Background: an optimization exercise with open tools, aiming at small area, a short achievable clock period and few clock cycles per item. Do not read the settings as production practice.
In this exercise RTL edits were held to simulation tests only and were not proved equivalent to the original.

$ cat design.v
package iir_df1_biquad_axis_pkg;
    localparam int unsigned acc_guard_bits = 3;
endpackage
module iir_biquad_sat
#(
    parameter int acc_width    = 32,
    parameter int inout_width  = 16,
    parameter int scale_factor = 14
) (
    input  logic [acc_width-1:scale_factor] acc,
    output logic [inout_width-1:0]          y
);
    localparam int top = scale_factor + inout_width - 1;
    logic hi_ok;
    assign hi_ok = (acc[acc_width-1:top] == '0) || (acc[acc_width-1:top] == '1);
    assign y = hi_ok ? acc[top:scale_factor] : {acc[acc_width-1], {(inout_width-1){~acc[acc_width-1]}}};
endmodule
module iir_sum_g (
    input  logic [17:0] t,
    input  logic [15:0] x1,
    input  logic [15:0] y2,
    output logic [31:0] sa,
    output logic [31:14] sb,
    output logic [0:0] c
);
    logic t1, t2, t3, t4, t5, t6, t7, t8, t9, t10, t11, t12, t13, t14, t15, t16;
    logic t17, t18, t19, t20, t21, t22, t23, t24, t25, t26, t27, t28, t29, t30, t31, t32;
    logic t33, t34, t35, t36, t37, t38, t39, t40, t41, t42, t43, t44, t45, t46, t47, t48;
    logic t49, t50, t51, t52, t53, t54, t55, t56, t57, t58, t59, t60, t61, t62, t63, t64;
    logic t65, t66, t67, t68, t69, t70, t71, t72, t73, t74, t75, t76, t77, t78, t79, t80;
    logic t81, t82, t83, t84, t85, t86, t87, t88, t89, t90, t91, t92, t93, t94, t95, t96;
    logic t97, t98, t99, t100, t101, t102, t103, t104, t105, t106, t107, t108, t109, t110, t111, t112;
    logic t113, t114, t115, t116, t117, t118, t119, t120, t121, t122, t123, t124, t125, t126, t127, t128;
    logic t129, t130, t131, t132, t133, t134, t135, t136, t137, t138, t139, t140, t141, t142, t143, t144;
    logic t145, t146, t147, t148, t149, t150, t151, t152, t153, t154, t155, t156, t157, t158, t159, t160;
    logic t161, t162, t163, t164, t165, t166, t167, t168, t169, t170, t171, t172, t173, t174, t175, t176;
    logic t177, t178, t179, t180, t181, t182, t183, t184, t185, t186, t187, t188, t189, t190, t191, t192;
    logic t193, t194, t195, t196, t197, t198, t199, t200, t201, t202, t203, t204, t205, t206, t207, t208;
    logic t209, t210, t211, t212, t213, t214, t215, t216, t217, t218, t219, t220, t221, t222, t223, t224;
    logic t225, t226, t227, t228, t229, t230, t231, t232, t233, t234, t235, t236, t237, t238, t239, t240;
    logic t241, t242, t243, t244, t245, t246, t247, t248, t249, t250, t251, t252, t253, t254, t255, t256;
    logic t257, t258, t259, t260, t261, t262, t263, t264, t265, t266, t267, t268, t269, t270, t271, t272;
    logic t273, t274, t275, t276, t277, t278, t279, t280, t281, t282, t283, t284, t285, t286, t287, t288;
    logic t289, t290, t291, t292, t293, t294, t295, t296, t297, t298, t299, t300, t301, t302, t303, t304;
    logic t305, t306, t307, t308, t309, t310, t311, t312, t313, t314, t315, t316, t317, t318, t319, t320;
    logic t321, t322, t323, t324, t325, t326, t327, t328, t329, t330, t331, t332, t333, t334, t335, t336;
    logic t337, t338, t339, t340, t341, t342, t343, t344, t345, t346, t347, t348, t349, t350, t351, t352;
    logic t353, t354, t355, t356, t357, t358, t359, t360, t361, t362, t363, t364, t365, t366, t367, t368;
    logic t369, t370, t371, t372, t373, t374, t375, t376, t377, t378, t379, t380, t381, t382, t383, t384;
    logic t385, t386, t387, t388, t389, t390, t391, t392, t393, t394, t395, t396;
    assign t1 = ~t[8];
    assign t2 = 1'b1 ^ t1 ^ t[5];
    assign t3 = (1'b1 & t1) | (1'b1 & t[5]) | (t1 & t[5]);
    assign t4 = ~t[9];
    assign t5 = t4 ^ t[6] ^ t[4];
    assign t6 = (t4 & t[6]) | (t4 & t[4]) | (t[6] & t[4]);
    assign t7 = ~t[10];
    assign t8 = 1'b1 ^ t7 ^ t[7];
    assign t9 = (1'b1 & t7) | (1'b1 & t[7]) | (t7 & t[7]);
    assign t10 = t[5] ^ t[3] ^ x1[5];
    assign t11 = (t[5] & t[3]) | (t[5] & x1[5]) | (t[3] & x1[5]);
    assign t12 = ~t[11];
    assign t13 = t12 ^ t[8] ^ t[6];
    assign t14 = (t12 & t[8]) | (t12 & t[6]) | (t[8] & t[6]);
    assign t15 = t[4] ^ x1[6] ^ y2[11];
    assign t16 = (t[4] & x1[6]) | (t[4] & y2[11]) | (x1[6] & y2[11]);
    assign t17 = ~t[12];
    assign t18 = t17 ^ t[9] ^ t[7];
    assign t19 = (t17 & t[9]) | (t17 & t[7]) | (t[9] & t[7]);
    assign t20 = t[5] ^ x1[7] ^ y2[12];
    assign t21 = (t[5] & x1[7]) | (t[5] & y2[12]) | (x1[7] & y2[12]);
    assign t22 = ~t[13];
    assign t23 = t22 ^ t[10] ^ t[8];
    assign t24 = (t22 & t[10]) | (t22 & t[8]) | (t[10] & t[8]);
    assign t25 = t[6] ^ x1[8] ^ y2[13];
    assign t26 = (t[6] & x1[8]) | (t[6] & y2[13]) | (x1[8] & y2[13]);
    assign t27 = ~t[14];
    assign t28 = 1'b1 ^ t27 ^ t[11];
    assign t29 = (1'b1 & t27) | (1'b1 & t[11]) | (t27 & t[11]);
    assign t30 = t[9] ^ t[7] ^ x1[9];
    assign t31 = (t[9] & t[7]) | (t[9] & x1[9]) | (t[7] & x1[9]);
    assign t32 = y2[14] ^ y2[12] ^ y2[10];
    assign t33 = (y2[14] & y2[12]) | (y2[14] & y2[10]) | (y2[12] & y2[10]);
    assign t34 = ~t[15];
    assign t35 = 1'b1 ^ t34 ^ t[12];
    assign t36 = (1'b1 & t34) | (1'b1 & t[12]) | (t34 & t[12]);
    assign t37 = t[10] ^ t[8] ^ x1[10];
    assign t38 = (t[10] & t[8]) | (t[10] & x1[10]) | (t[8] & x1[10]);
    assign t39 = ~y2[15];
    assign t40 = t39 ^ y2[13] ^ y2[11];
    assign t41 = (t39 & y2[13]) | (t39 & y2[11]) | (y2[13] & y2[11]);
    assign t42 = y2[9] ^ y2[7];
    assign t43 = y2[9] & ~y2[7];
    assign t44 = ~t[16];
    assign t45 = 1'b1 ^ t44 ^ t[13];
    assign t46 = (1'b1 & t44) | (1'b1 & t[13]) | (t44 & t[13]);
    assign t47 = t[11] ^ t[9] ^ x1[11];
    assign t48 = (t[11] & t[9]) | (t[11] & x1[11]) | (t[9] & x1[11]);
    assign t49 = y2[14] ^ y2[12] ^ y2[10];
    assign t50 = (y2[14] & y2[12]) | (y2[14] & y2[10]) | (y2[12] & y2[10]);
    assign t51 = y2[8] ^ y2[6];
    assign t52 = ~y2[8] & y2[6];
    assign t53 = 1'b1 ^ t[17] ^ t[14];
    assign t54 = (1'b1 & t[17]) | (1'b1 & t[14]) | (t[17] & t[14]);
    assign t55 = t[12] ^ t[10] ^ x1[12];
    assign t56 = (t[12] & t[10]) | (t[12] & x1[12]) | (t[10] & x1[12]);
    assign t57 = t39 ^ y2[13] ^ y2[11];
    assign t58 = (t39 & y2[13]) | (t39 & y2[11]) | (y2[13] & y2[11]);
    assign t59 = y2[9] ^ y2[7];
    assign t60 = ~y2[9] & y2[7];
    assign t61 = 1'b1 ^ t[15] ^ t[13];
    assign t62 = (1'b1 & t[15]) | (1'b1 & t[13]) | (t[15] & t[13]);
    assign t63 = t[11] ^ x1[13] ^ y2[14];
    assign t64 = (t[11] & x1[13]) | (t[11] & y2[14]) | (x1[13] & y2[14]);
    assign t65 = y2[12] ^ y2[10];
    assign t66 = y2[12] & ~y2[10];
    assign t67 = 1'b1 ^ t[16] ^ t[14];
    assign t68 = (1'b1 & t[16]) | (1'b1 & t[14]) | (t[16] & t[14]);
    assign t69 = t[12] ^ x1[14] ^ t39;
    assign t70 = (t[12] & x1[14]) | (t[12] & t39) | (x1[14] & t39);
    assign t71 = t[17] ^ t[15];
    assign t72 = ~t[17] & t[15];
    assign t73 = t[5] ^ t[2];
    assign t74 = ~t[5] & t[2];
    assign t75 = ~t[6];
    assign t76 = t75 ^ t[3] ^ t[1];
    assign t77 = (t75 & t[3]) | (t75 & t[1]) | (t[3] & t[1]);
    assign t78 = x1[1] ^ y2[6];
    assign t79 = x1[1] & y2[6];
    assign t80 = ~t[7];
    assign t81 = t80 ^ t[4] ^ t[2];
    assign t82 = (t80 & t[4]) | (t80 & t[2]) | (t[4] & t[2]);
    assign t83 = t[0] ^ x1[2] ^ y2[7];
    assign t84 = (t[0] & x1[2]) | (t[0] & y2[7]) | (x1[2] & y2[7]);
    assign t85 = y2[5] ^ y2[3];
    assign t86 = y2[5] & y2[3];
    assign t87 = t[3] ^ t[1] ^ x1[3];
    assign t88 = (t[3] & t[1]) | (t[3] & x1[3]) | (t[1] & x1[3]);
    assign t89 = y2[8] ^ y2[6] ^ y2[4];
    assign t90 = (y2[8] & y2[6]) | (y2[8] & y2[4]) | (y2[6] & y2[4]);
    assign t91 = ~y2[0];
    assign t92 = y2[2] ^ t91 ^ t2;
    assign t93 = (y2[2] & t91) | (y2[2] & t2) | (t91 & t2);
    assign t94 = t[2] ^ x1[4] ^ y2[9];
    assign t95 = (t[2] & x1[4]) | (t[2] & y2[9]) | (x1[4] & y2[9]);
    assign t96 = y2[7] ^ y2[5] ^ y2[3];
    assign t97 = (y2[7] & y2[5]) | (y2[7] & y2[3]) | (y2[5] & y2[3]);
    assign t98 = ~y2[1];
    assign t99 = t98 ^ t3 ^ t5;
    assign t100 = (t98 & t3) | (t98 & t5) | (t3 & t5);
    assign t101 = y2[10] ^ y2[8] ^ y2[6];
    assign t102 = (y2[10] & y2[8]) | (y2[10] & y2[6]) | (y2[8] & y2[6]);
    assign t103 = ~y2[2];
    assign t104 = y2[4] ^ t103 ^ y2[0];
    assign t105 = (y2[4] & t103) | (y2[4] & y2[0]) | (t103 & y2[0]);
    assign t106 = t6 ^ t8 ^ t10;
    assign t107 = (t6 & t8) | (t6 & t10) | (t8 & t10);
    assign t108 = y2[9] ^ y2[7] ^ y2[5];
    assign t109 = (y2[9] & y2[7]) | (y2[9] & y2[5]) | (y2[7] & y2[5]);
    assign t110 = ~y2[3];
    assign t111 = t110 ^ y2[1] ^ t9;
    assign t112 = (t110 & y2[1]) | (t110 & t9) | (y2[1] & t9);
    assign t113 = t11 ^ t13 ^ t15;
    assign t114 = (t11 & t13) | (t11 & t15) | (t13 & t15);
    assign t115 = y2[10] ^ y2[8] ^ y2[6];
    assign t116 = (y2[10] & y2[8]) | (y2[10] & y2[6]) | (y2[8] & y2[6]);
    assign t117 = ~y2[4];
    assign t118 = t117 ^ y2[2] ^ t14;
    assign t119 = (t117 & y2[2]) | (t117 & t14) | (y2[2] & t14);
    assign t120 = t16 ^ t18 ^ t20;
    assign t121 = (t16 & t18) | (t16 & t20) | (t18 & t20);
    assign t122 = y2[11] ^ y2[9] ^ y2[7];
    assign t123 = (y2[11] & y2[9]) | (y2[11] & y2[7]) | (y2[9] & y2[7]);
    assign t124 = ~y2[5];
    assign t125 = t124 ^ y2[3] ^ t19;
    assign t126 = (t124 & y2[3]) | (t124 & t19) | (y2[3] & t19);
    assign t127 = t21 ^ t23 ^ t25;
    assign t128 = (t21 & t23) | (t21 & t25) | (t23 & t25);
    assign t129 = ~y2[6];
    assign t130 = y2[8] ^ t129 ^ y2[4];
    assign t131 = (y2[8] & t129) | (y2[8] & y2[4]) | (t129 & y2[4]);
    assign t132 = t91 ^ t24 ^ t26;
    assign t133 = (t91 & t24) | (t91 & t26) | (t24 & t26);
    assign t134 = t28 ^ t30 ^ t32;
    assign t135 = (t28 & t30) | (t28 & t32) | (t30 & t32);
    assign t136 = t124 ^ y2[1] ^ t42;
    assign t137 = (t124 & y2[1]) | (t124 & t42) | (y2[1] & t42);
    assign t138 = t29 ^ t31 ^ t33;
    assign t139 = (t29 & t31) | (t29 & t33) | (t31 & t33);
    assign t140 = t35 ^ t37 ^ t40;
    assign t141 = (t35 & t37) | (t35 & t40) | (t37 & t40);
    assign t142 = ~t43;
    assign t143 = y2[2] ^ t142 ^ t51;
    assign t144 = (y2[2] & t142) | (y2[2] & t51) | (t142 & t51);
    assign t145 = t36 ^ t38 ^ t41;
    assign t146 = (t36 & t38) | (t36 & t41) | (t38 & t41);
    assign t147 = t45 ^ t47 ^ t49;
    assign t148 = (t45 & t47) | (t45 & t49) | (t47 & t49);
    assign t149 = ~t52;
    assign t150 = y2[3] ^ t149 ^ t59;
    assign t151 = (y2[3] & t149) | (y2[3] & t59) | (t149 & t59);
    assign t152 = t46 ^ t48 ^ t50;
    assign t153 = (t46 & t48) | (t46 & t50) | (t48 & t50);
    assign t154 = t53 ^ t55 ^ t57;
    assign t155 = (t53 & t55) | (t53 & t57) | (t55 & t57);
    assign t156 = y2[8] ^ t117 ^ t60;
    assign t157 = (y2[8] & t117) | (y2[8] & t60) | (t117 & t60);
    assign t158 = ~t65;
    assign t159 = t158 ^ t54 ^ t56;
    assign t160 = (t158 & t54) | (t158 & t56) | (t54 & t56);
    assign t161 = t58 ^ t61 ^ t63;
    assign t162 = (t58 & t61) | (t58 & t63) | (t61 & t63);
    assign t163 = ~y2[11];
    assign t164 = y2[13] ^ t163 ^ y2[9];
    assign t165 = (y2[13] & t163) | (y2[13] & y2[9]) | (t163 & y2[9]);
    assign t166 = t124 ^ t66 ^ t62;
    assign t167 = (t124 & t66) | (t124 & t62) | (t66 & t62);
    assign t168 = t64 ^ t67 ^ t69;
    assign t169 = (t64 & t67) | (t64 & t69) | (t67 & t69);
    assign t170 = ~x1[15];
    assign t171 = t[13] ^ t170 ^ y2[14];
    assign t172 = (t[13] & t170) | (t[13] & y2[14]) | (t170 & y2[14]);
    assign t173 = ~y2[10];
    assign t174 = y2[12] ^ t173 ^ y2[6];
    assign t175 = (y2[12] & t173) | (y2[12] & y2[6]) | (t173 & y2[6]);
    assign t176 = ~t71;
    assign t177 = t176 ^ t68 ^ t70;
    assign t178 = (t176 & t68) | (t176 & t70) | (t68 & t70);
    assign t179 = 1'b1 ^ t[16] ^ t[14];
    assign t180 = (1'b1 & t[16]) | (1'b1 & t[14]) | (t[16] & t[14]);
    assign t181 = y2[15] ^ y2[13] ^ t163;
    assign t182 = (y2[15] & y2[13]) | (y2[15] & t163) | (y2[13] & t163);
    assign t183 = y2[7] ^ t72;
    assign t184 = ~y2[7] & t72;
    assign t185 = t[17] ^ t34 ^ y2[14];
    assign t186 = (t[17] & t34) | (t[17] & y2[14]) | (t34 & y2[14]);
    assign t187 = t[4] ^ t[1];
    assign t188 = ~t[4] & t[1];
    assign t189 = t[0] ^ x1[0] ^ y2[5];
    assign t190 = (t[0] & x1[0]) | (t[0] & y2[5]) | (x1[0] & y2[5]);
    assign t191 = y2[3] ^ y2[1];
    assign t192 = y2[3] & y2[1];
    assign t193 = y2[4] ^ y2[2] ^ y2[0];
    assign t194 = (y2[4] & y2[2]) | (y2[4] & y2[0]) | (y2[2] & y2[0]);
    assign t195 = t74 ^ t78 ^ t76;
    assign t196 = (t74 & t78) | (t74 & t76) | (t78 & t76);
    assign t197 = y2[1] ^ t79 ^ t85;
    assign t198 = (y2[1] & t79) | (y2[1] & t85) | (t79 & t85);
    assign t199 = t77 ^ t81 ^ t83;
    assign t200 = (t77 & t81) | (t77 & t83) | (t81 & t83);
    assign t201 = t86 ^ t82 ^ t84;
    assign t202 = (t86 & t82) | (t86 & t84) | (t82 & t84);
    assign t203 = t87 ^ t89 ^ t92;
    assign t204 = (t87 & t89) | (t87 & t92) | (t89 & t92);
    assign t205 = t88 ^ t90 ^ t94;
    assign t206 = (t88 & t90) | (t88 & t94) | (t90 & t94);
    assign t207 = t96 ^ t93 ^ t99;
    assign t208 = (t96 & t93) | (t96 & t99) | (t93 & t99);
    assign t209 = t95 ^ t97 ^ t101;
    assign t210 = (t95 & t97) | (t95 & t101) | (t97 & t101);
    assign t211 = t104 ^ t100 ^ t106;
    assign t212 = (t104 & t100) | (t104 & t106) | (t100 & t106);
    assign t213 = t102 ^ t105 ^ t108;
    assign t214 = (t102 & t105) | (t102 & t108) | (t105 & t108);
    assign t215 = t107 ^ t111 ^ t113;
    assign t216 = (t107 & t111) | (t107 & t113) | (t111 & t113);
    assign t217 = t109 ^ t115 ^ t112;
    assign t218 = (t109 & t115) | (t109 & t112) | (t115 & t112);
    assign t219 = t114 ^ t118 ^ t120;
    assign t220 = (t114 & t118) | (t114 & t120) | (t118 & t120);
    assign t221 = t116 ^ t122 ^ t119;
    assign t222 = (t116 & t122) | (t116 & t119) | (t122 & t119);
    assign t223 = t121 ^ t125 ^ t127;
    assign t224 = (t121 & t125) | (t121 & t127) | (t125 & t127);
    assign t225 = t123 ^ t130 ^ t126;
    assign t226 = (t123 & t130) | (t123 & t126) | (t130 & t126);
    assign t227 = t128 ^ t132 ^ t134;
    assign t228 = (t128 & t132) | (t128 & t134) | (t132 & t134);
    assign t229 = ~t136;
    assign t230 = t131 ^ t229 ^ t133;
    assign t231 = (t131 & t229) | (t131 & t133) | (t229 & t133);
    assign t232 = t135 ^ t138 ^ t140;
    assign t233 = (t135 & t138) | (t135 & t140) | (t138 & t140);
    assign t234 = ~t139;
    assign t235 = t137 ^ t143 ^ t234;
    assign t236 = (t137 & t143) | (t137 & t234) | (t143 & t234);
    assign t237 = t141 ^ t145 ^ t147;
    assign t238 = (t141 & t145) | (t141 & t147) | (t145 & t147);
    assign t239 = ~t146;
    assign t240 = t144 ^ t150 ^ t239;
    assign t241 = (t144 & t150) | (t144 & t239) | (t150 & t239);
    assign t242 = t148 ^ t152 ^ t154;
    assign t243 = (t148 & t152) | (t148 & t154) | (t152 & t154);
    assign t244 = ~t151;
    assign t245 = t244 ^ t156 ^ t153;
    assign t246 = (t244 & t156) | (t244 & t153) | (t156 & t153);
    assign t247 = t155 ^ t159 ^ t161;
    assign t248 = (t155 & t159) | (t155 & t161) | (t159 & t161);
    assign t249 = t164 ^ t157 ^ t160;
    assign t250 = (t164 & t157) | (t164 & t160) | (t157 & t160);
    assign t251 = t162 ^ t166 ^ t168;
    assign t252 = (t162 & t166) | (t162 & t168) | (t166 & t168);
    assign t253 = ~t174;
    assign t254 = t165 ^ t171 ^ t253;
    assign t255 = (t165 & t171) | (t165 & t253) | (t171 & t253);
    assign t256 = t167 ^ t169 ^ t177;
    assign t257 = (t167 & t169) | (t167 & t177) | (t169 & t177);
    assign t258 = ~t175;
    assign t259 = t172 ^ t258 ^ t179;
    assign t260 = (t172 & t258) | (t172 & t179) | (t258 & t179);
    assign t261 = ~t178;
    assign t262 = t181 ^ t183 ^ t261;
    assign t263 = (t181 & t183) | (t181 & t261) | (t183 & t261);
    assign t264 = ~y2[8];
    assign t265 = y2[12] ^ t264 ^ t180;
    assign t266 = (y2[12] & t264) | (y2[12] & t180) | (t264 & t180);
    assign t267 = ~t184;
    assign t268 = t182 ^ t185 ^ t267;
    assign t269 = (t182 & t185) | (t182 & t267) | (t185 & t267);
    assign t270 = 1'b1 ^ t[16] ^ y2[15];
    assign t271 = (1'b1 & t[16]) | (1'b1 & y2[15]) | (t[16] & y2[15]);
    assign t272 = ~y2[13];
    assign t273 = t272 ^ y2[9] ^ t186;
    assign t274 = (t272 & y2[9]) | (t272 & t186) | (y2[9] & t186);
    assign t275 = ~t[17];
    assign t276 = 1'b1 ^ t275 ^ y2[14];
    assign t277 = (1'b1 & t275) | (1'b1 & y2[14]) | (t275 & y2[14]);
    assign t278 = t[3] ^ t[0];
    assign t279 = ~t[3] & t[0];
    assign t280 = y2[4] ^ y2[2] ^ y2[0];
    assign t281 = (y2[4] & y2[2]) | (y2[4] & y2[0]) | (y2[2] & y2[0]);
    assign t282 = ~t73;
    assign t283 = t188 ^ t191 ^ t282;
    assign t284 = (t188 & t191) | (t188 & t282) | (t191 & t282);
    assign t285 = t192 ^ t190 ^ t193;
    assign t286 = (t192 & t190) | (t192 & t193) | (t190 & t193);
    assign t287 = t194 ^ t197 ^ t196;
    assign t288 = (t194 & t197) | (t194 & t196) | (t197 & t196);
    assign t289 = t198 ^ t200 ^ t201;
    assign t290 = (t198 & t200) | (t198 & t201) | (t200 & t201);
    assign t291 = t202 ^ t205 ^ t204;
    assign t292 = (t202 & t205) | (t202 & t204) | (t205 & t204);
    assign t293 = t206 ^ t209 ^ t208;
    assign t294 = (t206 & t209) | (t206 & t208) | (t209 & t208);
    assign t295 = t210 ^ t213 ^ t212;
    assign t296 = (t210 & t213) | (t210 & t212) | (t213 & t212);
    assign t297 = t214 ^ t216 ^ t217;
    assign t298 = (t214 & t216) | (t214 & t217) | (t216 & t217);
    assign t299 = t218 ^ t220 ^ t221;
    assign t300 = (t218 & t220) | (t218 & t221) | (t220 & t221);
    assign t301 = t222 ^ t224 ^ t225;
    assign t302 = (t222 & t224) | (t222 & t225) | (t224 & t225);
    assign t303 = t226 ^ t228 ^ t230;
    assign t304 = (t226 & t228) | (t226 & t230) | (t228 & t230);
    assign t305 = ~t235;
    assign t306 = t231 ^ t233 ^ t305;
    assign t307 = (t231 & t233) | (t231 & t305) | (t233 & t305);
    assign t308 = ~t238;
    assign t309 = t236 ^ t308 ^ t240;
    assign t310 = (t236 & t308) | (t236 & t240) | (t308 & t240);
    assign t311 = ~t241;
    assign t312 = t311 ^ t243 ^ t245;
    assign t313 = (t311 & t243) | (t311 & t245) | (t243 & t245);
    assign t314 = t246 ^ t248 ^ t249;
    assign t315 = (t246 & t248) | (t246 & t249) | (t248 & t249);
    assign t316 = t254 ^ t250 ^ t252;
    assign t317 = (t254 & t250) | (t254 & t252) | (t250 & t252);
    assign t318 = t255 ^ t259 ^ t257;
    assign t319 = (t255 & t259) | (t255 & t257) | (t259 & t257);
    assign t320 = ~t268;
    assign t321 = t260 ^ t265 ^ t320;
    assign t322 = (t260 & t265) | (t260 & t320) | (t265 & t320);
    assign t323 = ~t273;
    assign t324 = t270 ^ t266 ^ t323;
    assign t325 = (t270 & t266) | (t270 & t323) | (t266 & t323);
    assign t326 = t173 ^ t271 ^ t276;
    assign t327 = (t173 & t271) | (t173 & t276) | (t271 & t276);
    assign t328 = y2[15] ^ y2[11];
    assign t329 = ~(y2[15] | y2[11]);
    assign t332 = t[1] ^ y2[1];
    assign t333 = ~t[1] & y2[1];
    assign t334 = ~t[2];
    assign t335 = t334 ^ y2[2] ^ y2[0];
    assign t336 = (t334 & y2[2]) | (t334 & y2[0]) | (y2[2] & y2[0]);
    assign t337 = ~t278;
    assign t338 = y2[3] ^ y2[1] ^ t337;
    assign t339 = (y2[3] & y2[1]) | (y2[3] & t337) | (y2[1] & t337);
    assign t340 = ~t187;
    assign t341 = t279 ^ t340 ^ t280;
    assign t342 = (t279 & t340) | (t279 & t280) | (t340 & t280);
    assign t343 = t281 ^ t189 ^ t283;
    assign t344 = (t281 & t189) | (t281 & t283) | (t189 & t283);
    assign t345 = t284 ^ t285 ^ t195;
    assign t346 = (t284 & t285) | (t284 & t195) | (t285 & t195);
    assign t347 = t286 ^ t199 ^ t287;
    assign t348 = (t286 & t199) | (t286 & t287) | (t199 & t287);
    assign t349 = t288 ^ t289 ^ t203;
    assign t350 = (t288 & t289) | (t288 & t203) | (t289 & t203);
    assign t351 = t290 ^ t207 ^ t291;
    assign t352 = (t290 & t207) | (t290 & t291) | (t207 & t291);
    assign t353 = t211 ^ t292 ^ t293;
    assign t354 = (t211 & t292) | (t211 & t293) | (t292 & t293);
    assign t355 = t215 ^ t294 ^ t295;
    assign t356 = (t215 & t294) | (t215 & t295) | (t294 & t295);
    assign t357 = t219 ^ t296 ^ t297;
    assign t358 = (t219 & t296) | (t219 & t297) | (t296 & t297);
    assign t359 = t223 ^ t298 ^ t299;
    assign t360 = (t223 & t298) | (t223 & t299) | (t298 & t299);
    assign t361 = t227 ^ t300 ^ t301;
    assign t362 = (t227 & t300) | (t227 & t301) | (t300 & t301);
    assign t363 = t232 ^ t302 ^ t303;
    assign t364 = (t232 & t302) | (t232 & t303) | (t302 & t303);
    assign t365 = t237 ^ t304 ^ t306;
    assign t366 = (t237 & t304) | (t237 & t306) | (t304 & t306);
    assign t367 = ~t309;
    assign t368 = t242 ^ t307 ^ t367;
    assign t369 = (t242 & t307) | (t242 & t367) | (t307 & t367);
    assign t370 = ~t310;
    assign t371 = t247 ^ t370 ^ t312;
    assign t372 = (t247 & t370) | (t247 & t312) | (t370 & t312);
    assign t373 = t251 ^ t313 ^ t314;
    assign t374 = (t251 & t313) | (t251 & t314) | (t313 & t314);
    assign t375 = t256 ^ t315 ^ t316;
    assign t376 = (t256 & t315) | (t256 & t316) | (t315 & t316);
    assign t377 = ~t262;
    assign t378 = t377 ^ t317 ^ t318;
    assign t379 = (t377 & t317) | (t377 & t318) | (t317 & t318);
    assign t380 = ~t263;
    assign t381 = t380 ^ t321 ^ t319;
    assign t382 = (t380 & t321) | (t380 & t319) | (t321 & t319);
    assign t383 = ~t269;
    assign t384 = t383 ^ t324 ^ t322;
    assign t385 = (t383 & t324) | (t383 & t322) | (t324 & t322);
    assign t386 = ~t274;
    assign t387 = t326 ^ t386 ^ t325;
    assign t388 = (t326 & t386) | (t326 & t325) | (t386 & t325);
    assign t389 = t328 ^ t277 ^ t327;
    assign t390 = (t328 & t277) | (t328 & t327) | (t277 & t327);
    assign t391 = y2[12] ^ t329;
    assign t392 = ~y2[12] & t329;
    logic [14:0] lo_sum;
    assign lo_sum = {1'b0, t358, t356, t354, t352, t350, t348, t346, t344, t342, t339, t336, t333, ~t[0], t[0]} + {1'b0, t359, t357, t355, t353, t351, t349, t347, t345, t343, t341, t338, t335, ~t332, y2[0]};
    assign sa = {1'b1, 1'b0, ~y2[14], ~y2[13], t392, t390, t388, t385, t382, t379, t376, t374, t372, t369, t366, t364, t362, t360, lo_sum[13:0]};
    assign sb = {1'b0, 1'b0, y2[15], y2[14], y2[13], ~t391, t389, t387, t384, t381, t378, t375, t373, t371, t368, t365, t363, t361};
    assign c = lo_sum[14];
endmodule
module iir_sum_loop (
    input  logic [31:0] ga,
    input  logic [17:0] gb,
    input  logic [0:0] c,
    input  logic [15:0] y1,
    output logic [31:14] s
);
    logic t1, t2, t3, t4, t5, t6, t7, t8, t9, t10, t11, t12, t13, t14, t15, t16;
    logic t17, t18, t19, t20, t21, t22, t23, t24, t25, t26, t27, t28, t29, t30, t31, t32;
    logic t33, t34, t35, t36, t37, t38, t39, t40, t41, t42, t43, t44, t45, t46, t47, t48;
    logic t49, t50, t51, t52, t53, t54, t55, t56, t57, t58, t59, t60, t61, t62, t63, t64;
    logic t65, t66, t67, t68, t69, t70, t71, t72, t73, t74, t75, t76, t77, t78, t79, t80;
    logic t81, t82, t83, t84, t85, t86, t87, t88, t89, t90, t91, t92, t93, t94, t95, t96;
    logic t97, t98, t99, t100, t101, t102, t103, t104, t105, t106, t107, t108, t109, t110, t111, t112;
    logic t113, t114, t115, t116, t117, t118, t119, t120, t121, t122, t123, t124, t125, t126, t127, t128;
    logic t129, t130, t131, t132, t133, t134, t135, t136, t137, t138, t139, t140, t141, t142, t143, t144;
    logic t145, t146, t147, t148;
    logic [31:0] ra, rb, sum;
    assign t1 = ga[14] ^ gb[0] ^ c[0];
    assign t2 = (ga[14] & gb[0]) | (ga[14] & c[0]) | (gb[0] & c[0]);
    assign t3 = ga[15] ^ gb[1] ^ y1[12];
    assign t4 = (ga[15] & gb[1]) | (ga[15] & y1[12]) | (gb[1] & y1[12]);
    assign t5 = y1[8] ^ y1[5];
    assign t6 = y1[8] & ~y1[5];
    assign t7 = ga[16] ^ gb[2] ^ y1[13];
    assign t8 = (ga[16] & gb[2]) | (ga[16] & y1[13]) | (gb[2] & y1[13]);
    assign t9 = ~y1[6];
    assign t10 = y1[9] ^ t9 ^ y1[1];
    assign t11 = (y1[9] & t9) | (y1[9] & y1[1]) | (t9 & y1[1]);
    assign t12 = ga[17] ^ gb[3] ^ y1[14];
    assign t13 = (ga[17] & gb[3]) | (ga[17] & y1[14]) | (gb[3] & y1[14]);
    assign t14 = ~y1[7];
    assign t15 = y1[10] ^ t14 ^ y1[2];
    assign t16 = (y1[10] & t14) | (y1[10] & y1[2]) | (t14 & y1[2]);
    assign t17 = ~y1[15];
    assign t18 = ga[18] ^ gb[4] ^ t17;
    assign t19 = (ga[18] & gb[4]) | (ga[18] & t17) | (gb[4] & t17);
    assign t20 = ~y1[8];
    assign t21 = y1[11] ^ t20 ^ y1[3];
    assign t22 = (y1[11] & t20) | (y1[11] & y1[3]) | (t20 & y1[3]);
    assign t23 = ga[19] ^ gb[5] ^ y1[12];
    assign t24 = (ga[19] & gb[5]) | (ga[19] & y1[12]) | (gb[5] & y1[12]);
    assign t25 = y1[9] ^ y1[4];
    assign t26 = ~y1[9] & y1[4];
    assign t27 = ga[20] ^ gb[6] ^ y1[13];
    assign t28 = (ga[20] & gb[6]) | (ga[20] & y1[13]) | (gb[6] & y1[13]);
    assign t29 = y1[10] ^ y1[5];
    assign t30 = ~y1[10] & y1[5];
    assign t31 = ga[21] ^ gb[7] ^ y1[14];
    assign t32 = (ga[21] & gb[7]) | (ga[21] & y1[14]) | (gb[7] & y1[14]);
    assign t33 = y1[11] ^ y1[6];
    assign t34 = ~y1[11] & y1[6];
    assign t35 = ga[22] ^ gb[8] ^ t17;
    assign t36 = (ga[22] & gb[8]) | (ga[22] & t17) | (gb[8] & t17);
    assign t37 = y1[12] ^ y1[7];
    assign t38 = ~y1[12] & y1[7];
    assign t39 = ~y1[13];
    assign t40 = ga[23] ^ gb[9] ^ t39;
    assign t41 = (ga[23] & gb[9]) | (ga[23] & t39) | (gb[9] & t39);
    assign t42 = ga[24] ^ gb[10];
    assign t43 = ga[24] & gb[10];
    assign t44 = ga[25] ^ gb[11];
    assign t45 = ga[25] & gb[11];
    assign t46 = ga[10] ^ y1[7];
    assign t47 = ga[10] & y1[7];
    assign t48 = ga[11] ^ y1[8] ^ y1[4];
    assign t49 = (ga[11] & y1[8]) | (ga[11] & y1[4]) | (y1[8] & y1[4]);
    assign t50 = ga[12] ^ y1[9] ^ y1[5];
    assign t51 = (ga[12] & y1[9]) | (ga[12] & y1[5]) | (y1[9] & y1[5]);
    assign t52 = ga[13] ^ y1[10] ^ y1[6];
    assign t53 = (ga[13] & y1[10]) | (ga[13] & y1[6]) | (y1[10] & y1[6]);
    assign t54 = ~y1[4];
    assign t55 = y1[11] ^ y1[7] ^ t54;
    assign t56 = (y1[11] & y1[7]) | (y1[11] & t54) | (y1[7] & t54);
    assign t57 = ~t5;
    assign t58 = y1[0] ^ t57 ^ t2;
    assign t59 = (y1[0] & t57) | (y1[0] & t2) | (t57 & t2);
    assign t60 = t6 ^ t4 ^ t7;
    assign t61 = (t6 & t4) | (t6 & t7) | (t4 & t7);
    assign t62 = t8 ^ t11 ^ t12;
    assign t63 = (t8 & t11) | (t8 & t12) | (t11 & t12);
    assign t64 = t13 ^ t16 ^ t18;
    assign t65 = (t13 & t16) | (t13 & t18) | (t16 & t18);
    assign t66 = ~t25;
    assign t67 = t66 ^ t19 ^ t22;
    assign t68 = (t66 & t19) | (t66 & t22) | (t19 & t22);
    assign t69 = ~t29;
    assign t70 = t26 ^ t69 ^ t24;
    assign t71 = (t26 & t69) | (t26 & t24) | (t69 & t24);
    assign t72 = ~t33;
    assign t73 = t30 ^ t72 ^ t28;
    assign t74 = (t30 & t72) | (t30 & t28) | (t72 & t28);
    assign t75 = ~t37;
    assign t76 = t34 ^ t75 ^ t32;
    assign t77 = (t34 & t75) | (t34 & t32) | (t75 & t32);
    assign t78 = y1[8] ^ t38 ^ t36;
    assign t79 = (y1[8] & t38) | (y1[8] & t36) | (t38 & t36);
    assign t80 = ~y1[14];
    assign t81 = t80 ^ y1[9] ^ t42;
    assign t82 = (t80 & y1[9]) | (t80 & t42) | (y1[9] & t42);
    assign t83 = y1[15] ^ y1[10] ^ t43;
    assign t84 = (y1[15] & y1[10]) | (y1[15] & t43) | (y1[10] & t43);
    assign t85 = ga[26] ^ gb[12] ^ y1[11];
    assign t86 = (ga[26] & gb[12]) | (ga[26] & y1[11]) | (gb[12] & y1[11]);
    assign t87 = ga[27] ^ gb[13];
    assign t88 = ga[27] & gb[13];
    assign t89 = ga[28] ^ gb[14];
    assign t90 = ga[28] & gb[14];
    assign t91 = ga[29] ^ gb[15];
    assign t92 = ga[29] & gb[15];
    assign t93 = ga[30] ^ gb[16];
    assign t94 = ga[30] & gb[16];
    assign t95 = ga[7] ^ y1[4];
    assign t96 = ga[7] & y1[4];
    assign t97 = ga[8] ^ y1[5] ^ y1[1];
    assign t98 = (ga[8] & y1[5]) | (ga[8] & y1[1]) | (y1[5] & y1[1]);
    assign t99 = ga[9] ^ y1[6] ^ y1[2];
    assign t100 = (ga[9] & y1[6]) | (ga[9] & y1[2]) | (y1[6] & y1[2]);
    assign t101 = ~y1[0];
    assign t102 = y1[3] ^ t101 ^ t46;
    assign t103 = (y1[3] & t101) | (y1[3] & t46) | (t101 & t46);
    assign t104 = ~y1[1];
    assign t105 = t104 ^ t47 ^ t48;
    assign t106 = (t104 & t47) | (t104 & t48) | (t47 & t48);
    assign t107 = ~y1[2];
    assign t108 = t107 ^ t49 ^ t50;
    assign t109 = (t107 & t49) | (t107 & t50) | (t49 & t50);
    assign t110 = ~y1[3];
    assign t111 = t110 ^ t51 ^ t52;
    assign t112 = (t110 & t51) | (t110 & t52) | (t51 & t52);
    assign t113 = t53 ^ t55 ^ t1;
    assign t114 = (t53 & t55) | (t53 & t1) | (t55 & t1);
    assign t115 = t56 ^ t3 ^ t58;
    assign t116 = (t56 & t3) | (t56 & t58) | (t3 & t58);
    assign t117 = t10 ^ t59 ^ t60;
    assign t118 = (t10 & t59) | (t10 & t60) | (t59 & t60);
    assign t119 = t15 ^ t61 ^ t62;
    assign t120 = (t15 & t61) | (t15 & t62) | (t61 & t62);
    assign t121 = t21 ^ t63 ^ t64;
    assign t122 = (t21 & t63) | (t21 & t64) | (t63 & t64);
    assign t123 = t23 ^ t65 ^ t67;
    assign t124 = (t23 & t65) | (t23 & t67) | (t65 & t67);
    assign t125 = t27 ^ t68 ^ t70;
    assign t126 = (t27 & t68) | (t27 & t70) | (t68 & t70);
    assign t127 = t31 ^ t71 ^ t73;
    assign t128 = (t31 & t71) | (t31 & t73) | (t71 & t73);
    assign t129 = t35 ^ t74 ^ t76;
    assign t130 = (t35 & t74) | (t35 & t76) | (t74 & t76);
    assign t131 = t40 ^ t77 ^ t78;
    assign t132 = (t40 & t77) | (t40 & t78) | (t77 & t78);
    assign t133 = t41 ^ t81 ^ t79;
    assign t134 = (t41 & t81) | (t41 & t79) | (t81 & t79);
    assign t135 = t44 ^ t82 ^ t83;
    assign t136 = (t44 & t82) | (t44 & t83) | (t82 & t83);
    assign t137 = t45 ^ t85 ^ t84;
    assign t138 = (t45 & t85) | (t45 & t84) | (t85 & t84);
    assign t139 = y1[12] ^ t87 ^ t86;
    assign t140 = (y1[12] & t87) | (y1[12] & t86) | (t87 & t86);
    assign t141 = y1[13] ^ t88 ^ t89;
    assign t142 = (y1[13] & t88) | (y1[13] & t89) | (t88 & t89);
    assign t143 = y1[14] ^ t90 ^ t91;
    assign t144 = (y1[14] & t90) | (y1[14] & t91) | (t90 & t91);
    assign t145 = t17 ^ t92 ^ t93;
    assign t146 = (t17 & t92) | (t17 & t93) | (t92 & t93);
    assign t147 = ga[31] ^ gb[17] ^ t94;
    assign t148 = (ga[31] & gb[17]) | (ga[31] & t94) | (gb[17] & t94);
    assign ra = {t146, t144, t142, t140, t138, t136, t134, t132, t130, t128, t126, t124, t122, t120, t118, t116, t114, t112, t109, t106, t103, t100, t98, t96, t95, ga[6], ga[5], ga[4], ga[3], ga[2], ga[1], ga[0]};
    assign rb = {t147, t145, t143, t141, t139, t137, t135, t133, t131, t129, t127, t125, t123, t121, t119, t117, t115, t113, t111, t108, t105, t102, t99, t97, y1[0], y1[3], y1[2], y1[1], y1[0], 1'b0, 1'b0, 1'b0};
    assign sum = ra + rb;
    assign s = sum[31:14];
endmodule
module iir_df1_biquad_axis
#(
    parameter int unsigned coeff_width  = 16,
    parameter int unsigned inout_width  = 16,
    parameter int unsigned scale_factor = 14,
    parameter int          a1_int_coeff = -31880,
    parameter int          a2_int_coeff = 15531,
    parameter int          bo_int_coeff = 167,
    parameter int          b1_int_coeff = -302,
    parameter int          b2_int_coeff = 167
) (
    input  logic                          clk,
    input  logic                          rst,
    input  logic                          s_axis_tvalid,
    input  logic signed [inout_width-1:0] s_axis_tdata,
    output logic                          m_axis_tready,
    output logic signed [inout_width-1:0] m_axis_tdata,
    output logic                          m_axis_tvalid
);
    logic        v1_q, v2_q, v3_q;        
    logic [15:0] hx1_q, hx2_q;            
    logic [15:0] y1_q;                    
    logic [15:0] yb_q;                    
    logic signed [17:0] r, t_d, t_q;
    logic [31:0]  ga_d, ga_q;
    logic [31:14] gb_d, gb_q;
    logic         gc_d, gc_q;
    logic [31:14] acc;
    logic [15:0]  y_sat;
    assign r   = 18'(signed'(hx2_q)) - 18'(signed'(hx1_q)) * 18'sd2;
    assign t_d = 18'(signed'(s_axis_tdata)) + r;
    iir_sum_g u_g (.t(t_q), .x1(hx2_q), .y2(yb_q), .sa(ga_d), .sb(gb_d), .c(gc_d));
    iir_sum_loop u_loop (.ga(ga_q), .gb(gb_q), .c(gc_q), .y1(y1_q), .s(acc));
    iir_biquad_sat #(.acc_width(32), .inout_width(16), .scale_factor(14)) u_sat (
        .acc (acc),
        .y   (y_sat)
    );
    always_ff @(posedge clk) begin
        t_q  <= t_d;
        ga_q <= ga_d;
        gb_q <= gb_d;
        gc_q <= gc_d;
        if (rst) begin
            v1_q  <= 1'b0;
            v2_q  <= 1'b0;
            v3_q  <= 1'b0;
            hx1_q <= '0;
            hx2_q <= '0;
            y1_q  <= '0;
            yb_q  <= '0;
        end else begin
            v1_q <= s_axis_tvalid;
            v2_q <= v1_q;
            v3_q <= v2_q;
            if (s_axis_tvalid) begin
                hx1_q <= s_axis_tdata;
                hx2_q <= hx1_q;
            end
            if (v2_q) begin
                y1_q <= y_sat;
            end
            if (v1_q && v2_q) begin
                yb_q <= y_sat;
            end else if (v1_q || v2_q) begin
                yb_q <= y1_q;
            end
        end
    end
    assign m_axis_tready = 1'b1;
    assign m_axis_tdata  = y1_q;
    assign m_axis_tvalid = v3_q;
endmodule
$ cat constraint.sdc
create_clock -name core_clock -period 7.0 [get_ports {clk}]
set_input_delay 1.4000 -clock core_clock [delete_from_list [all_inputs] [get_ports {clk}]]
set_output_delay 1.4000 -clock core_clock [all_outputs]
set_load 0.01 [all_outputs]
$ cat config.mk
export PLATFORM = sky130hd
export DESIGN_NAME = iir_df1_biquad_axis
export DESIGN_NICKNAME = iir_df1_biquad_axis
export VERILOG_FILES = /design/flow/design.v
export SDC_FILE = /design/flow/constraint.sdc
export NUM_CORES = 4
export LEC_CHECK = 0
export CAP_MARGIN = 20
export CORE_MARGIN = 2
export CORE_UTILIZATION = 40
export SETUP_SLACK_MARGIN = 2.8
export SLEW_MARGIN = 20
$ cat run.sh
#!/bin/bash
# synth_recipe.tcl (not shown) runs the flow's synth.tcl, then flattens the netlist and writes it again
# the make line also repeats each setting of config.mk as NAME=value (left out here)
make -C /OpenROAD-flow-scripts/flow DESIGN_CONFIG=/design/flow/config.mk WORK_HOME=/design/flow/orfs CLKGATE_MAP_FILE= SYNTH_SCRIPT=/design/flow/synth_recipe.tcl finish
==> out/results.ini, run 1 <==
[global_route]
grt_pass1_vias = 8907
antenna_found_initial = 0
grt_start_max_net_pins = 59
grt_use_total_pct = 19.5
grt-ovfl-total = 0
grt_pass1_wl_um = 47600

[clock_network]
postCtsHoldBufs = 0
cts_root_buf = clkbuf_16
cts_buffers = 17
clkSinkCount = 129
clock_path_buffers = 2
clk_latency_ns = 0.43
htree_levels = 4
clk_pin_slew_ns = 0.06
cts_tree = built

[layout]
antenna_cells = 0
nets = 1676
area_delta_synth_final_pct = 18.0
drive_above_1_share_pct = 14.1

[synth]
synthesis.area_um2 = 12300
ys_seq_area_share_pct = 21.0
syn_nets = 1607
synthFlopType = dfxtp_1
synth_seq_cells = 129
postSynth.asyncResetShare_pct = 0
yosysUniqueCellTypes = 63
syn_inst = 1283
yosysWarnings = 1
avgSynthCellArea_um2 = 9.58
synth_edf_count = 0

[setup_path]
end_kind = register
crit_path_start_kind = register
critPathArrivalTime_ns = 4.74
worstPathRequired_ns = 7.30
path_max_fanout = 5
reg2reg_slack_ns = 2.56
critPathSlowestCell = fa_1
reg2reg_to = yb_q[5]
r2r-start = y1_q[15]
reg2reg_depth = 19
path_cells = fa_1 > inv_1 > fa_1 > inv_1 > fa_1 > inv_2 > ha_4 > a21oi_2 > o21ai_2 > a221o_1 > a21oi_2 > a32o_2 > xor2_4 > buf_6 > a21oi_4 > buf_12 > buf_8 > o211ai_1 > a31oi_1
critPathMaxStageDelay_ns = 0.53
path_class = register to register
cpMostUsedCell = fa_1

[sta]
fin_skew_ns = 0.00965
whs_ns = 0.500
fmax_mhz = 225
period_minus_slack_ns = 4.44
worst_slew_pin_slew_ns = 0.998
finalCritPeriodShare_pct = 63.4
finalSetupTns_ns = 0
setup_viol = 0
grt_setup_unrepaired = yes
drv_slew = 0
slew_headroom_pct = 33.2
hold_violations = 0

[detailed_routing]
drc = 0
via_count = 8394
drtIter0Drc = 340
viasPerCell = 4.77
ant_nets = 0
finalWirelength_um = 29300
drt-pass1-iter-count = 4
wire_per_inst_um = 16.7

[status]
status = no timing/DRC/antenna violations

[floorplan]
dieArea_um2 = 32100
rows = 64
core_area_um2 = 30400
die_y_um = 179
start_util_pct = 40.4
die_x_um = 179
boundaryPins = 37

[placement]
io_buffers = 35
dp_hpwl_um = 23700
place.gp.congestion = 0.923

[min_path]
hold_depth = 2
hp-class = register to register
holdPathEnd = hx2_q[6]
min-delay-start = hx2_q[6]

[run]
cap_violations = 0

## cells in the mapped netlist (all sizes together) (10+ instances only)
| master | n | share of area, % |
|---|---|---|
| a31oi | 10 | 0.51 |
| mux2i | 38 | 3.1 |
| ha | 99 | 10 |
| a21o | 11 | 0.67 |
| a21oi | 48 | 2.0 |
| nor2 | 81 | 2.5 |
| xnor2 | 24 | 1.8 |
| inv | 360 | 11 |
| dfxtp | 129 | 21 |
| o21ai | 41 | 1.7 |
| clkbuf | 22 | 0.67 |
| nor3 | 19 | 0.77 |
| o21bai | 10 | 0.61 |
| nand2 | 46 | 1.4 |
| nand3 | 14 | 0.57 |
| fa | 206 | 34 |
| xor2 | 14 | 1.2 |
## worst max path at each step
| stage | startpoint | to | slack (ns) | depth (start not counted) |
|---|---|---|---|---|
| 4_1_cts | y1_q[15] | yb_q[5] | 2.56 | 19 |
| 3_5_place_dp | y1_q[5] | yb_q[12] | 2.00 | 14 |
| 2_1_floorplan | y1_q[15] | y1_q[14] | 2.79 | 17 |
| 6_report | y1_q[15] | yb_q[5] | 2.56 | 19 |
| 5_1_grt | y1_q[15] | yb_q[2] | 2.44 | 18 |
| 3_3_place_gp | y1_q[5] | yb_q[12] | 2.10 | 14 |
## layer usage
layer / up-vias / track usage, % / share of wire, %
met3: 45 / 3.31 / 3.7
met4: 0 / 6.05 / 2.3
met1: 4090 / 27.0 / 48
li1: 4106 / - / -
met5: - / 0 / 0
met2: 153 / 31.4 / 46
## per-stage QoR
step | utilization, % | std cells | instance area [µm²] | worst slack, ns
floorplan | - | 1283 | 12400 | 2.79
global placement | 43.1 | 1687 | 13100 | 2.10
detailed placement | 43.1 | 1687 | 13100 | 2.00
CTS | 46.9 | 1743 | 14300 | 2.56
global route | 47.6 | 1761 | 14500 | 2.44
finish | 47.6 | 1761 | 14500 | 2.56
## worst max-delay path, delay by kind of cell, from the launching register on
| family | cells | cell delay (ns) |
|---|---|---|
| xor gates and xnor gates | 1 | 0.20 |
| DFF | 1 | 0.37 |
| AOI/OAI and AO/OA | 8 | 1.44 |
| buffers and inverters | 6 | 0.55 |
| adders and majority gates | 4 | 1.73 |
## timing repair
item,CTS,global route
gates resized for setup,106,29
pin swaps,46,16
buffers inserted,24,18
endpoints found under the hold margin,0,0
endpoints found under the setup margin,38,40
## sequential cells by signal (all words and copies together) (netlist names)
name and flops:
yb_q 16, v1_q 1, gc_q 1, y1_q 16, hx1_q 16, ga_q 27, t_q 18, gb_q 16
v3_q 1, v2_q 1, hx2_q 16
## cell usage in the layout, fill, tap and decap left out, drive strengths merged, types with 8 or more instances in the layout
master,Yosys,routed
xor2,14,14
a221o,9,9
mux2i,38,38
and3,9,9
a31oi,10,10
clkdlybuf4s50,0,33
a211oi,9,9
nor2,81,81
dfxtp,129,129
inv,360,359
o21bai,10,10
clkbuf,22,22
fa,206,206
a21o,11,11
nand2b,8,8
ha,99,99
a21oi,48,48
nand3,14,14
xnor2,24,24
nor3,19,19
o21ai,41,41
buf,8,47
nand2,46,46
## layout make-up
cell class / count / area [µm²]
multi-input combinational: 764 / 8640
clock inverter: 10 / 124
timing repair buffer: 80 / 751
fill: 2861 / 15900
sequential: 129 / 2640
clock buffer: 22 / 475
inverter: 360 / 1370
tap: 396 / 495
## cell families (layout without fill, tap and decap cells)
| logic type | count (synthesis) | after routing | synth area share, % |
|---|---|---|---|
| AOI/OAI and AO/OA | 181 | 181 | 9.91 |
| xor gates and xnor gates | 38 | 38 | 2.92 |
| adders and majority gates | 305 | 305 | 43.6 |
| buffers and inverters | 390 | 472 | 12.0 |
| DFF | 129 | 129 | 21.0 |
| muxes | 38 | 38 | 3.10 |
| other | 1 | 1 | 0.0305 |
| and+or+nand+nor | 201 | 201 | 7.36 |
Testbench counts, summed over its fixed seeds: cycles 24,024, items 24,000.
==> run 2: changes to the inputs <==
--- a/config.mk
+++ b/config.mk
@@ -10,3 +10,2 @@
 export CORE_UTILIZATION = 40
-export SETUP_SLACK_MARGIN = 2.8
 export SLEW_MARGIN = 20
==> run 2 against run 1 <==
Net effect: non-clock buffer count shrank 42; global-route usage is 1.0 points lower; setup slack lost 0.77 ns; maximum frequency is 15% lower; sequential cell count unchanged; die area unchanged; cell count fell by 2.4%; first-iteration DRC count rose by 24%; critical endpoint is now yb_q[12]; highest routed layer unchanged.
==> out/results.ini, run 2 <==
[layout]
final_cells = 1718  ; -2.4%
antenna_cells = 0  ; unchanged
nets = 1634  ; -2.5%
ff_latch_area_um2 = 2580  ; -2.2%
layout_commonest_cell = inv_1
final_cell_mix = inv_1 (360), fa_1 (206), dfxtp_1 (129)
reg_top3 = ga_q (27), t_q (18)
multi_input_area_um2 = 8230  ; -4.8%
area_delta_synth_final_pct = 10.7
largest_reg_flops = 27  ; unchanged
design_area_um2 = 13600  ; -6.1%
nFillCells = 2951  ; +3.1%
top_register = ga_q
drive_above_1_share_pct = 3.48  ; -11 points

[sta]
grt_setup_unrepaired = no
finalCritPeriodShare_pct = 74.3  ; +11 points
hold_violations = 0  ; unchanged
period_minus_slack_ns = 5.20  ; +0.765 ns
fin_skew_ns = 0.0157  ; +0.00602 ns
drv_slew = 0  ; unchanged
fmax_mhz = 192  ; -15%
worst_slack_ns = 1.80  ; -0.765 ns
whs_ns = 0.490  ; -0.0104 ns
setup_viol = 0  ; unchanged
finalSetupTns_ns = 0  ; unchanged
worst_slew_pin_slew_ns = 0.972  ; -0.0255 ns
slew_headroom_pct = 35.2  ; +1.9 points

[setup_path]
end_kind = register
worstPathRequired_ns = 7.32  ; +0.02 ns
critPathBufInv = 3  ; -3
critPathArrivalTime_ns = 5.52  ; +0.78 ns
critPathMaxStageDelay_ns = 0.58  ; +0.05 ns
path_class = register to register
cpLargestDelayFamily = compound AO/OA/AOI/OAI gates
path_cells = inv_1 > fa_1 > fa_1 > inv_1 > fa_1 > inv_1 > ha_1 > a21oi_1 > o21ai_1 > a221o_1 > a21oi_1 > a41oi_1 > a21o_1 > a21oi_2 > nor2_1 > a2111oi_1
path_max_fanout = 14  ; +9
critPathSlowestCell = a21oi_2
crit_path_start_kind = register

[clock_network]
clkSinkCount = 129  ; unchanged
clock_path_buffers = 2  ; unchanged
postCtsSetupRepairBufs = 0  ; -100%
htree_levels = 4  ; unchanged
clk_pin_slew_ns = 0.06  ; about the same
cts_root_buf = clkbuf_16
cts_resized = 0  ; -100%
cts_tree = built
cts_buffers = 17  ; unchanged
postCtsHoldBufs = 0  ; unchanged
clk_latency_ns = 0.43  ; about the same

[synth]
synthTopCellsByArea = fa_1 (34%), dfxtp_1 (21%), inv_1 (11%)
avgSynthCellArea_um2 = 9.58  ; unchanged
postSynth.asyncResetShare_pct = 0  ; unchanged
syn_nets = 1607  ; unchanged
synthFlopType = dfxtp_1
synth.top_cell.area_share_pct = 33.6  ; unchanged
ys_seq_area_share_pct = 21.0  ; unchanged
yosysWarnings = 1  ; unchanged
yosysTopAreaCell = fa_1
synth_seq_cells = 129  ; unchanged
synthesis.area_um2 = 12300  ; unchanged
yosysMostFrequentCell = inv_1
synth_edf_count = 0  ; unchanged
yosysUniqueCellTypes = 63  ; unchanged
synth_commonest_cells = inv_1 (360), fa_1 (206), dfxtp_1 (129), ha_1 (99), nor2_1 (81)
syn_inst = 1283  ; unchanged

[floorplan]
dieArea_um2 = 32100  ; unchanged
core_area_um2 = 30400  ; unchanged
rows = 64  ; unchanged
die_x_um = 179  ; unchanged
die_y_um = 179  ; unchanged
start_util_pct = 40.4  ; unchanged
boundaryPins = 37  ; unchanged

[detailed_routing]
drt-pass1-iter-count = 5  ; +1
via_count = 8266  ; -1.5%
wire_per_inst_um = 16.2  ; -3.0%
viasPerCell = 4.81  ; +0.94%
finalWirelength_um = 27800  ; -5.3%
drtIter0Drc = 423  ; +24%
ant_nets = 0  ; unchanged
drc = 0  ; unchanged

[placement]
dp_hpwl_um = 23200  ; -2.0%
place.gp.congestion = 0.906  ; -1.9%
io_buffers = 35  ; unchanged
placed_area_um2 = 13000  ; -0.67%
place_inst = 1687  ; unchanged
pre_cts_slack_ns = 1.82  ; -0.186 ns

[global_route]
grt_pass1_vias = 8480  ; -4.8%
top_usage_layer = met2
grt_use_met1_pct = 26.0  ; -1.0 points
grtUsageMet3_pct = 2.63  ; -0.68 points
antenna_found_initial = 0  ; unchanged
grt_pass1_wl_um = 45200  ; -4.9%
grt_use_total_pct = 18.5  ; -1.0 points
met2_usage_pct = 29.8  ; -1.5 points
grt_start_max_net_pins = 59  ; unchanged
grt-ovfl-total = 0  ; unchanged

[min_path]
hp-class = register to register

[status]
status = no timing/DRC/antenna violations

[run]
cap_violations = 0  ; unchanged

run 2: cell count changes in the layout (fill, tap and decap cells not counted), moves of 12 or more:
cell	change
buf_4	-27
dfxtp_1	+26
dfxtp_2	-16
a21oi_1	+13
inv_1	+13
buf_6	-12
run 2: worst paths after layout:
path                                from        to  cells after the start  slack, ns
worst max register to register   y1_q[7]  yb_q[12]                     16       1.80
worst max-delay path             y1_q[7]  yb_q[12]                     16       1.80
worst min register to register  yb_q[15]  gb_q[15]                      0       0.49
worst min-delay path            yb_q[15]  gb_q[15]                      0       0.49
run 2: cell type report:
class	count	area share (%)
clock buffers	17	3.13
clock inverters	14	1.16
inverters	360	9.93
multi-input cells	764	60.5
flip-flops and latches	129	19.0
well taps	396	3.64
repair buffers	38	2.67
run 2: cells by family after synthesis:
logic type | after synthesis | synth area share (%)
AO/OA/AOI/OAI | 181 | 9.91
AND/OR/NAND/NOR | 201 | 7.36
adder cells (fa/ha/maj) | 305 | 43.6
other | 1 | 0.0305
buffers and inverters | 390 | 12.0
multiplexers | 38 | 3.10
XOR/XNOR | 38 | 2.92
flip-flops | 129 | 21.0
run 2: metal layers:
| metal | wire length (µm) | part of all wire [%] |
|---|---|---|
| met2 | 12800 | 46 |
| met4 | 483 | 1.7 |
| met3 | 1180 | 4.2 |
| met5 | 0 | 0 |
| met1 | 13300 | 48 |
run 2: per-stage QoR:
stage,utilization [%]
3_3_place_gp,42.8
6_report,44.7
3_5_place_dp,42.8
2_1_floorplan,-
5_1_grt,44.7
4_1_cts,44.7
==> run 3: changes to the inputs <==
--- a/config.mk
+++ b/config.mk
@@ -7,2 +7,3 @@
 export LEC_CHECK = 0
+export ABC_AREA = 1
 export CAP_MARGIN = 20
@@ -10,2 +11,3 @@
 export CORE_UTILIZATION = 40
+export SETUP_SLACK_MARGIN = 2.8
 export SLEW_MARGIN = 20
==> run 3 against run 2 <==
Net effect: non-clock buffer count grew 7; die area grew 4.5%; maximum frequency grew 29%; still clean on timing, DRC and antenna; critical endpoint is now ga_q[13]; largest cell class unchanged; register-to-register slack gained 1.2 ns.
==> out/results.ini, run 3 <==
[setup_path]
critPathMaxStageDelay_ns = 0.54  ; -0.04 ns
cpMostUsedCell = fa_1
crit_path_start_kind = register
reg2reg_slack_ns = 2.96  ; +1.16 ns
critPathBufInv = 4  ; +1
path_class = register to register
end_kind = register
critPathArrivalTime_ns = 4.40  ; -1.12 ns
cpLargestDelayFamily = adder cells
r2r-start = yb_q[11]
path_max_fanout = 5  ; -9
reg2reg_to = ga_q[13]
path_cells = inv_1 > fa_1 > fa_1 > inv_1 > fa_1 > fa_1 > inv_1 > fa_1 > inv_1 > ha_1 > a21oi_2 > xnor2_1
critPathSlowestCell = fa_1
worstPathRequired_ns = 7.35  ; +0.03 ns
reg2reg_depth = 12  ; -4

[synth]
synthSimpleGateAreaFrac_pct = 11.8  ; +4.4 points
synth.top_cell.area_share_pct = 32.1  ; -1.5 points
yosysWarnings = 1  ; unchanged
synth_compound_area_share_pct = 9.22  ; -0.69 points
postSynth.asyncResetShare_pct = 0  ; unchanged
synth_commonest_cells = inv_1 (458), fa_1 (206), nand2_1 (206), dfxtp_1 (129), ha_1 (99)
synth_edf_count = 0  ; unchanged
synthTopCellsByArea = fa_1 (32%), dfxtp_1 (20%), inv_1 (13%)
synth_adder_area_share_pct = 41.7  ; -1.9 points
avgSynthCellArea_um2 = 8.50  ; -11%
synth_xor_area_share_pct = 2.66  ; -0.26 points
synth_top_family_by_area = adder cells
synthesis.area_um2 = 12800  ; +4.6%
ys_seq_area_share_pct = 20.1  ; -0.92 points
synth_mux_area_share_pct = 0  ; -3.1 points
yosysMostFrequentCell = inv_1
yosysTopAreaCell = fa_1
synthFlopType = dfxtp_1
syn_nets = 1836  ; +14%
synth_seq_cells = 129  ; unchanged
syn_inst = 1512  ; +18%
yosysUniqueCellTypes = 44  ; -30%

[min_path]
hp-class = register to register
hold_depth = 0  ; unchanged
min-delay-start = yb_q[15]
holdPathEnd = gb_q[15]

[floorplan]
dieArea_um2 = 33600  ; +4.5%
core_area_um2 = 31600  ; +3.7%
start_util_pct = 40.7  ; +0.34 points
boundaryPins = 37  ; unchanged
die_y_um = 183  ; +2.2%
die_x_um = 183  ; +2.2%
rows = 65  ; +1.6%

[sta]
grt_setup_unrepaired = yes
whs_ns = 0.455  ; -0.0349 ns
slew_headroom_pct = 33.9  ; -1.3 points
drv_slew = 0  ; unchanged
hold_violations = 0  ; unchanged
fmax_mhz = 247  ; +29%
finalSetupTns_ns = 0  ; unchanged
fin_skew_ns = 0.0123  ; -0.00334 ns
period_minus_slack_ns = 4.04  ; -1.16 ns
finalCritPeriodShare_pct = 57.7  ; -17 points
worst_slew_pin_slew_ns = 0.989  ; +0.0164 ns
worst_slack_ns = 2.96  ; +1.16 ns
setup_viol = 0  ; unchanged

[detailed_routing]
via_count = 9118  ; +10%
viasPerCell = 4.63  ; -3.8%
drc = 0  ; unchanged
wire_per_inst_um = 15.4  ; -4.8%
drt-pass1-iter-count = 5  ; unchanged
ant_nets = 0  ; unchanged
drtIter0Drc = 418  ; -1.2%
finalWirelength_um = 30300  ; +9.1%

[global_route]
grt_use_met1_pct = 26.3  ; +0.35 points
grt-ovfl-total = 0  ; unchanged
grtUsageMet3_pct = 2.66  ; +0.031 points
top_usage_layer = met2
grt_start_max_net_pins = 36  ; -39%
grt_pass1_vias = 9531  ; +12%
grt_use_total_pct = 19.2  ; +0.65 points
grt_pass1_wl_um = 49800  ; +10%
antenna_found_initial = 0  ; unchanged
met2_usage_pct = 32.3  ; +2.5 points

[layout]
antenna_cells = 0  ; unchanged
reg_top3 = ga_q (27), t_q (18)
final_cell_mix = inv_1 (450), fa_1 (205), nand2_1 (195)
nets = 1880  ; +15%
layout_commonest_cell = inv_1
area_delta_synth_final_pct = 12.8
largest_reg_flops = 27  ; unchanged
top_register = ga_q
drive_above_1_share_pct = 8.93  ; +5.5 points

[clock_network]
clk_pin_slew_ns = 0.06  ; about the same
cts_buffers = 17  ; unchanged
clk_latency_ns = 0.43  ; about the same
htree_levels = 4  ; unchanged
clock_path_buffers = 2  ; unchanged
cts_root_buf = clkbuf_16
cts_tree = built
clkSinkCount = 129  ; unchanged

[placement]
dp_hpwl_um = 25600  ; +10%
pre_cts_slack_ns = 2.62  ; +0.808 ns
io_buffers = 35  ; unchanged
place.gp.congestion = 0.903  ; -0.31%

[status]
status = no timing/DRC/antenna violations

[run]
cap_violations = 0  ; unchanged

## run 3: worst max-delay path by stage
| stage | endpoint | start | slack, ns | cells after the start |
|---|---|---|---|---|
| final | ga_q[13] | yb_q[11] | 2.96 | 12 |
| after global routing | yb_q[0] | y1_q[13] | 2.78 | 24 |
| after CTS | ga_q[13] | t_q[5] | 2.79 | 19 |
| after detailed placement | ga_q[13] | yb_q[6] | 2.62 | 16 |
| after global placement | ga_q[13] | yb_q[6] | 2.70 | 16 |
| after floorplan | ga_q[13] | t_q[5] | 3.06 | 19 |
## run 3: routing by layer
layer  wire, µm  vias up
met5          0        -
met4        404        0
met3        808       34
met2      14500      155
met1      14600     4348
li1           -     4581
## run 3: cells by family after synthesis
group                    count (synthesis)
flip-flops                             129
AO/OA/AOI/OAI                          211
buffers and inverters                  488
XOR/XNOR                                39
AND/OR/NAND/NOR                        339
other                                    1
adder cells (fa/ha/maj)                305
## run 3: through the flow
step | cells | instance area [µm²] | util (%)
floorplan | 1512 | 12800 | -
global placement | 1928 | 13600 | 43.1
detailed placement | 1928 | 13600 | 43.1
CTS | 1959 | 14200 | 45.1
global route | 1969 | 14500 | 45.9
finish | 1969 | 14500 | 45.9
## run 3: final cells by class
class,instances,area [µm²]
repair buffers,45,429
clock inverters,13,164
fillers,3106,17100
multi-input cells,897,8600
clock buffers,17,425
flip-flops and latches,129,2600
well taps,402,503
inverters,466,1760
## run 3: what timing repair did
action,CTS,global route
pin swaps,2,18
setup endpoints to repair,28,33
hold buffers,0,0
gates resized for setup,5,57
buffers inserted,0,9
endpoints found under the hold margin,0,0
gates cloned,1,1

[separate check: timing with driven ports]
No port has a modelled driver above. Below, the same layouts with a new extraction and two added sets of constraints.
Step 1 assumes that a clkbuf_16 drives the clock port and a buf_2 every other input.
Step 2 times the ports against the registers' clock, not the clock port: input delays grow and output delays shrink by t, the midpoint of the rising clock arrivals with the driver on.
Slacks: ideal / step 1 / step 2; pairs: ideal / step 1.
run	t (ns)	slack for setup (ns)	worst slew at a driven data input, ns
run 1	0.473	2.562 / 2.562 / 2.547	0.03
run 2	0.469	1.797 / 1.797 / 1.797	0.04
run 3	0.471	2.959 / 2.959 / 2.734	0.03
After both steps setup and hold are still met in every run listed. The setup slack of run 3, which loses most, moves by 0.000 ns with the drivers and by -0.225 ns with both steps.
